What follows belongs to an exercise in optimizing a design on an open flow for small area and few clock cycles; a production flow would make more cautious choices.
Only simulation tests tie the RTL to the original design; equivalence was not proved.

## old
==> flow/design.v <==
package dcache_pkg;
  typedef logic [31:0] word_t;
  localparam int WORDS_PER_BLK = 2;
  localparam int WSEL_W        = $clog2(WORDS_PER_BLK);  
  localparam int BLKOFF_W      = WSEL_W + 2;             
  localparam word_t HIT_CNT_ADDR = 32'h0000_3100;
  typedef enum logic [2:0] {
    IDLE,        
    WB,          
    FILL,        
    FLUSH_SCAN,  
    FLUSH_WB,    
    HIT_STORE,   
    HALTED       
  } ctrl_state_t;
  typedef enum logic [1:0] {
    MEM_NONE,  
    MEM_WB,    
    MEM_FILL,  
    MEM_CNT    
  } mem_op_t;
endpackage
`timescale 1ns/1ps
module dcache (
  input  logic        CLK,
  input  logic        nRST,
  input  logic        dmemren,
  input  logic        dmemwen,
  input  logic [31:0] dmemaddr,
  input  logic [31:0] dmemstore,
  input  logic        halt,
  output logic        dhit,
  output logic [31:0] dmemload,
  output logic        flushed,
  output logic        dren,
  output logic        dwen,
  output logic [31:0] daddr,
  output logic [31:0] dstore,
  input  logic [31:0] dload,
  input  logic        dwait
);
  localparam logic [29:0] HC_WORD = 30'h0000_0C40;   
  localparam logic [2:0] G_NONE = 3'd0, G_DEM = 3'd1, G_VB = 3'd2, G_CNT = 3'd3, G_PF = 3'd4;
  logic [25:0] tag_q  [0:15];
  logic [31:0] dat0_q [0:15];
  logic [31:0] dat1_q [0:15];
  logic [15:0] wv0_q, wv1_q;    
  logic [15:0] wd0_q, wd1_q;    
  logic [7:0]  lru_q;           
  logic [28:0] vb_blk_q;
  logic [31:0] vb_w0_q, vb_w1_q;
  logic [1:0]  vb_d_q;          
  logic [31:0] hit_cnt_q;
  logic        cnt_done_q;
  logic [2:0]  ridx;
  logic [25:0] rtag;
  logic        rw;
  logic [15:0] fd;              
  logic        any_fd;
  logic [3:0]  pe_f;            
  logic [2:0]  sidx;
  logic [25:0] tag0, tag1;
  logic        v0, v1, m0, m1, thit, hway, vway, away;
  logic        xway;
  logic [3:0]  xf;
  logic [31:0] s0_w0, s0_w1, s1_w0, s1_w1;
  logic [31:0] s0_rd, s1_rd, x_w0, x_w1;
  logic [25:0] x_tag;
  logic [1:0]  x_d, v_d;
  logic        ok0, ok1, word_ok;
  assign ridx = dmemaddr[5:3];
  assign rtag = dmemaddr[31:6];
  assign rw   = dmemaddr[2];
  assign fd     = wd0_q | wd1_q;
  assign any_fd = |fd;
  always_comb begin
    pe_f = 4'd0;
    for (int i = 15; i >= 0; i--) begin
      if (fd[i]) pe_f = 4'(i);
    end
  end
  assign sidx = halt ? pe_f[3:1] : ridx;
  assign tag0 = tag_q[{sidx, 1'b0}];
  assign tag1 = tag_q[{sidx, 1'b1}];
  assign v0   = wv0_q[{sidx, 1'b0}] | wv1_q[{sidx, 1'b0}];
  assign v1   = wv0_q[{sidx, 1'b1}] | wv1_q[{sidx, 1'b1}];
  assign m0   = v0 && (tag0 == rtag);
  assign m1   = v1 && (tag1 == rtag);
  assign thit = m0 || m1;
  assign hway = m1;
  assign vway = !v0 ? 1'b0 : !v1 ? 1'b1 : lru_q[sidx];
  assign away = thit ? hway : vway;
  logic [1:0] o_d;
  assign o_d  = {wd1_q[{sidx, !hway}], wd0_q[{sidx, !hway}]};
  assign xway = halt ? pe_f[0] :
                thit ? (((o_d != 2'b00) || dmemwen) ? !hway : hway) :
                       ((v_d != 2'b00) ? vway : !vway);
  assign xf   = {sidx, xway};
  assign s0_w0 = dat0_q[{sidx, 1'b0}];
  assign s0_w1 = dat1_q[{sidx, 1'b0}];
  assign s1_w0 = dat0_q[{sidx, 1'b1}];
  assign s1_w1 = dat1_q[{sidx, 1'b1}];
  assign s0_rd = rw ? s0_w1 : s0_w0;
  assign s1_rd = rw ? s1_w1 : s1_w0;
  assign x_w0  = xway ? s1_w0 : s0_w0;
  assign x_w1  = xway ? s1_w1 : s0_w1;
  assign x_tag = xway ? tag1 : tag0;
  assign x_d   = {wd1_q[xf], wd0_q[xf]};
  assign v_d   = {wd1_q[{sidx, vway}], wd0_q[{sidx, vway}]};
  assign ok0 = m0 && (rw ? wv1_q[{sidx, 1'b0}] : wv0_q[{sidx, 1'b0}]);
  assign ok1 = m1 && (rw ? wv1_q[{sidx, 1'b1}] : wv0_q[{sidx, 1'b1}]);
  assign word_ok = ok0 || ok1;
  logic        vb_busy, vb_wsel, vb_last, vb_hazard;
  logic        dem_rd, pf_rd;
  logic [2:0]  gnt;
  assign vb_busy   = |vb_d_q;
  assign vb_wsel   = !vb_d_q[0];
  assign vb_last   = (vb_d_q != 2'b11);
  assign vb_hazard = (vb_blk_q == {rtag, ridx}) && (rw ? vb_d_q[1] : vb_d_q[0]);
  assign dem_rd = dmemren && !vb_hazard && (thit ? !word_ok : ((v_d == 2'b00) || !vb_busy));
  assign pf_rd = dmemren && ((ok0 && !(rw ? wv0_q[{sidx, 1'b0}] : wv1_q[{sidx, 1'b0}])) ||
                             (ok1 && !(rw ? wv0_q[{sidx, 1'b1}] : wv1_q[{sidx, 1'b1}])));
  always_comb begin
    if (dem_rd)                               gnt = G_DEM;
    else if (vb_busy)                         gnt = G_VB;
    else if (halt && !any_fd && !cnt_done_q)  gnt = G_CNT;
    else if (pf_rd)                           gnt = G_PF;
    else                                      gnt = G_NONE;
  end
  assign dren = !dwait && ((gnt == G_DEM) || (gnt == G_PF));
  assign dwen = !dwait && ((gnt == G_VB) || (gnt == G_CNT));
  assign daddr  = (dem_rd || (pf_rd && !vb_busy)) ? {dmemaddr[31:3], dmemaddr[2] ^ !dem_rd, 2'b00} :
                  vb_busy ? {vb_blk_q, vb_wsel, 2'b00} : {HC_WORD, 2'b00};
  assign dstore = !vb_busy ? hit_cnt_q : (vb_wsel ? vb_w1_q : vb_w0_q);
  logic vb_free, dhit_r, dhit_w, alloc, dem_done, vb_load;
  assign vb_free  = !vb_busy || ((gnt == G_VB) && !dwait && vb_last);
  assign dem_done = (gnt == G_DEM) && !dwait;
  assign dhit_r = dmemren && (word_ok || dem_done);
  assign dhit_w = dmemwen && (thit || (v_d == 2'b00) || !vb_busy || (!dwait && vb_last));
  assign dhit   = dhit_r || dhit_w;
  assign alloc  = dhit && !thit;
  assign dmemload = ok1 ? s1_rd : ok0 ? s0_rd : dload;
  logic        dw_en, dw_word;
  logic [3:0]  dw_f;
  logic [31:0] dw_data;
  assign dw_en   = dhit_w || dem_done || ((gnt == G_PF) && !dwait);
  assign dw_f    = {ridx, away};
  assign dw_word = rw ^ (gnt == G_PF);
  assign dw_data = dmemwen ? dmemstore : dload;
  assign vb_load = vb_free && (halt ? any_fd : ((dmemren || dmemwen) && (x_d != 2'b00)));
  always_ff @(posedge CLK) begin
    if (dw_en && !dw_word) dat0_q[dw_f] <= dw_data;
    if (dw_en &&  dw_word) dat1_q[dw_f] <= dw_data;
    if (alloc) tag_q[{ridx, vway}] <= rtag;
    if (vb_load) begin
      vb_blk_q <= {x_tag, sidx};
      vb_w0_q  <= x_w0;
      vb_w1_q  <= x_w1;
    end
  end
  always_ff @(posedge CLK) begin
    if (!nRST) begin
      wv0_q      <= '0;
      wv1_q      <= '0;
      wd0_q      <= '0;
      wd1_q      <= '0;
      lru_q      <= '0;
      vb_d_q     <= '0;
      hit_cnt_q  <= '0;
      cnt_done_q <= 1'b0;
    end else begin
      if (vb_load) begin
        wd0_q[xf] <= 1'b0;
        wd1_q[xf] <= 1'b0;
      end
      if (alloc) begin
        wv0_q[{ridx, vway}] <= !rw;
        wv1_q[{ridx, vway}] <=  rw;
        wd0_q[{ridx, vway}] <= dmemwen && !rw;
        wd1_q[{ridx, vway}] <= dmemwen &&  rw;
      end else if (dw_en) begin
        if (!dw_word) wv0_q[dw_f] <= 1'b1;
        if ( dw_word) wv1_q[dw_f] <= 1'b1;
        if (dhit_w && !dw_word) wd0_q[dw_f] <= 1'b1;
        if (dhit_w &&  dw_word) wd1_q[dw_f] <= 1'b1;
      end
      if (dhit) begin
        lru_q[ridx] <= !away;
        if (thit) hit_cnt_q <= hit_cnt_q + 32'd1;
      end
      if (vb_load) begin
        vb_d_q <= x_d;
      end else if ((gnt == G_VB) && !dwait) begin
        vb_d_q[vb_wsel] <= 1'b0;
      end
      if ((gnt == G_CNT) && !dwait) cnt_done_q <= 1'b1;
    end
  end
  assign flushed = cnt_done_q;
endmodule
==> flow/config.mk <==
export PLATFORM = sky130hd
export DESIGN_NAME = dcache
export DESIGN_NICKNAME = dcache
export VERILOG_FILES = /design/flow/design.v
export SDC_FILE = /design/flow/constraint.sdc
export NUM_CORES = 4
export LEC_CHECK = 0
export ABC_AREA = 1
export CAP_MARGIN = 20
export CORE_MARGIN = 2
export CORE_UTILIZATION = 45
export CTS_BUF_LIST = sky130_fd_sc_hd__clkbuf_4
export CTS_CLUSTER_DIAMETER = 45
export CTS_CLUSTER_SIZE = 9
export PLACE_DENSITY = 0.6
export SLEW_MARGIN = 20
==> flow/constraint.sdc <==
create_clock -name core_clock -period 12.0 [get_ports {CLK}]
set_input_delay 2.4000 -clock core_clock [delete_from_list [all_inputs] [get_ports {CLK}]]
set_output_delay 2.4000 -clock core_clock [all_outputs]
set_load 0.01 [all_outputs]
run.sh (not shown) runs the stock make flow with config.mk's settings and CLKGATE_MAP_FILE= SYNTH_SCRIPT=/design/flow/synth_recipe.tcl, a recipe that flattens the netlist after the stock synthesis.
Testbench counts of old, summed over its fixed seeds: cycles 3,963.
--- input diff old..new ---
--- a/flow/design.v
+++ b/flow/design.v
@@ -40,7 +40,7 @@
   input  logic        dwait
 );
   localparam logic [29:0] HC_WORD = 30'h0000_0C40;   
-  localparam logic [2:0] G_NONE = 3'd0, G_DEM = 3'd1, G_VB = 3'd2, G_CNT = 3'd3, G_PF = 3'd4;
+  localparam logic [1:0] G_NONE = 2'd0, G_DEM = 2'd1, G_VB = 2'd2, G_CNT = 2'd3;
   logic [25:0] tag_q  [0:15];
   logic [31:0] dat0_q [0:15];
   logic [31:0] dat1_q [0:15];
@@ -111,25 +111,22 @@
   assign ok1 = m1 && (rw ? wv1_q[{sidx, 1'b1}] : wv0_q[{sidx, 1'b1}]);
   assign word_ok = ok0 || ok1;
   logic        vb_busy, vb_wsel, vb_last, vb_hazard;
-  logic        dem_rd, pf_rd;
-  logic [2:0]  gnt;
+  logic        dem_rd;
+  logic [1:0]  gnt;
   assign vb_busy   = |vb_d_q;
   assign vb_wsel   = !vb_d_q[0];
   assign vb_last   = (vb_d_q != 2'b11);
   assign vb_hazard = (vb_blk_q == {rtag, ridx}) && (rw ? vb_d_q[1] : vb_d_q[0]);
   assign dem_rd = dmemren && !vb_hazard && (thit ? !word_ok : ((v_d == 2'b00) || !vb_busy));
-  assign pf_rd = dmemren && ((ok0 && !(rw ? wv0_q[{sidx, 1'b0}] : wv1_q[{sidx, 1'b0}])) ||
-                             (ok1 && !(rw ? wv0_q[{sidx, 1'b1}] : wv1_q[{sidx, 1'b1}])));
   always_comb begin
     if (dem_rd)                               gnt = G_DEM;
     else if (vb_busy)                         gnt = G_VB;
     else if (halt && !any_fd && !cnt_done_q)  gnt = G_CNT;
-    else if (pf_rd)                           gnt = G_PF;
     else                                      gnt = G_NONE;
   end
-  assign dren = !dwait && ((gnt == G_DEM) || (gnt == G_PF));
+  assign dren = !dwait && (gnt == G_DEM);
   assign dwen = !dwait && ((gnt == G_VB) || (gnt == G_CNT));
-  assign daddr  = (dem_rd || (pf_rd && !vb_busy)) ? {dmemaddr[31:3], dmemaddr[2] ^ !dem_rd, 2'b00} :
+  assign daddr  = dem_rd ? {dmemaddr[31:2], 2'b00} :
                   vb_busy ? {vb_blk_q, vb_wsel, 2'b00} : {HC_WORD, 2'b00};
   assign dstore = !vb_busy ? hit_cnt_q : (vb_wsel ? vb_w1_q : vb_w0_q);
   logic vb_free, dhit_r, dhit_w, alloc, dem_done, vb_load;
@@ -143,9 +140,9 @@
   logic        dw_en, dw_word;
   logic [3:0]  dw_f;
   logic [31:0] dw_data;
-  assign dw_en   = dhit_w || dem_done || ((gnt == G_PF) && !dwait);
+  assign dw_en   = dhit_w || dem_done;
   assign dw_f    = {ridx, away};
-  assign dw_word = rw ^ (gnt == G_PF);
+  assign dw_word = rw;
   assign dw_data = dmemwen ? dmemstore : dload;
   assign vb_load = vb_free && (halt ? any_fd : ((dmemren || dmemwen) && (x_d != 2'b00)));
   always_ff @(posedge CLK) begin
Findings:
Run comparison: old worst-path cell with the longest stage delay sky130_fd_sc_hd__buf_4; new worst-path cell with the longest stage delay sky130_fd_sc_hd__inv_8
new against old: final core area utilization barely changed; pin count of the biggest net entering global routing dropped 6; global-route total usage across every layer barely changed; clock insertion delay at the later pin of the skew report dropped 0.02 ns; fraction of standard cell area in multi-input logic barely changed.
Testbench counts of new, summed over its fixed seeds: cycles 3,978.

afterwards: timing with drivers on the ports:
Ports are ideal in the flow. The routed layouts listed here were re-timed in OpenROAD.
Step 1: set_driving_cell puts a clkbuf_16 on CLK and a buf_2 on each other input, an assumption about the parent block.
Step 2 times the ports against the registers' clock, not the clock port: input delays grow and output delays shrink by t, the midpoint of the rising clock arrivals with the driver on.
Three values: ideal, step 1, step 2; two values: the first two.
run	shift t [ns]	slack for setup (ns)	worst hold slack (ns)	clock arrival spread, ns
old	1.347	0.970 / 0.851 / 0.851	0.465 / 0.465 / 0.465	0.137 / 0.137
new	1.344	0.510 / 0.469 / 0.469	0.450 / 0.450 / 0.450	0.135 / 0.136
After both steps setup and hold are still met in every run listed. The setup slack of old, which loses most, moves by -0.119 ns with the drivers and by -0.119 ns with both steps.
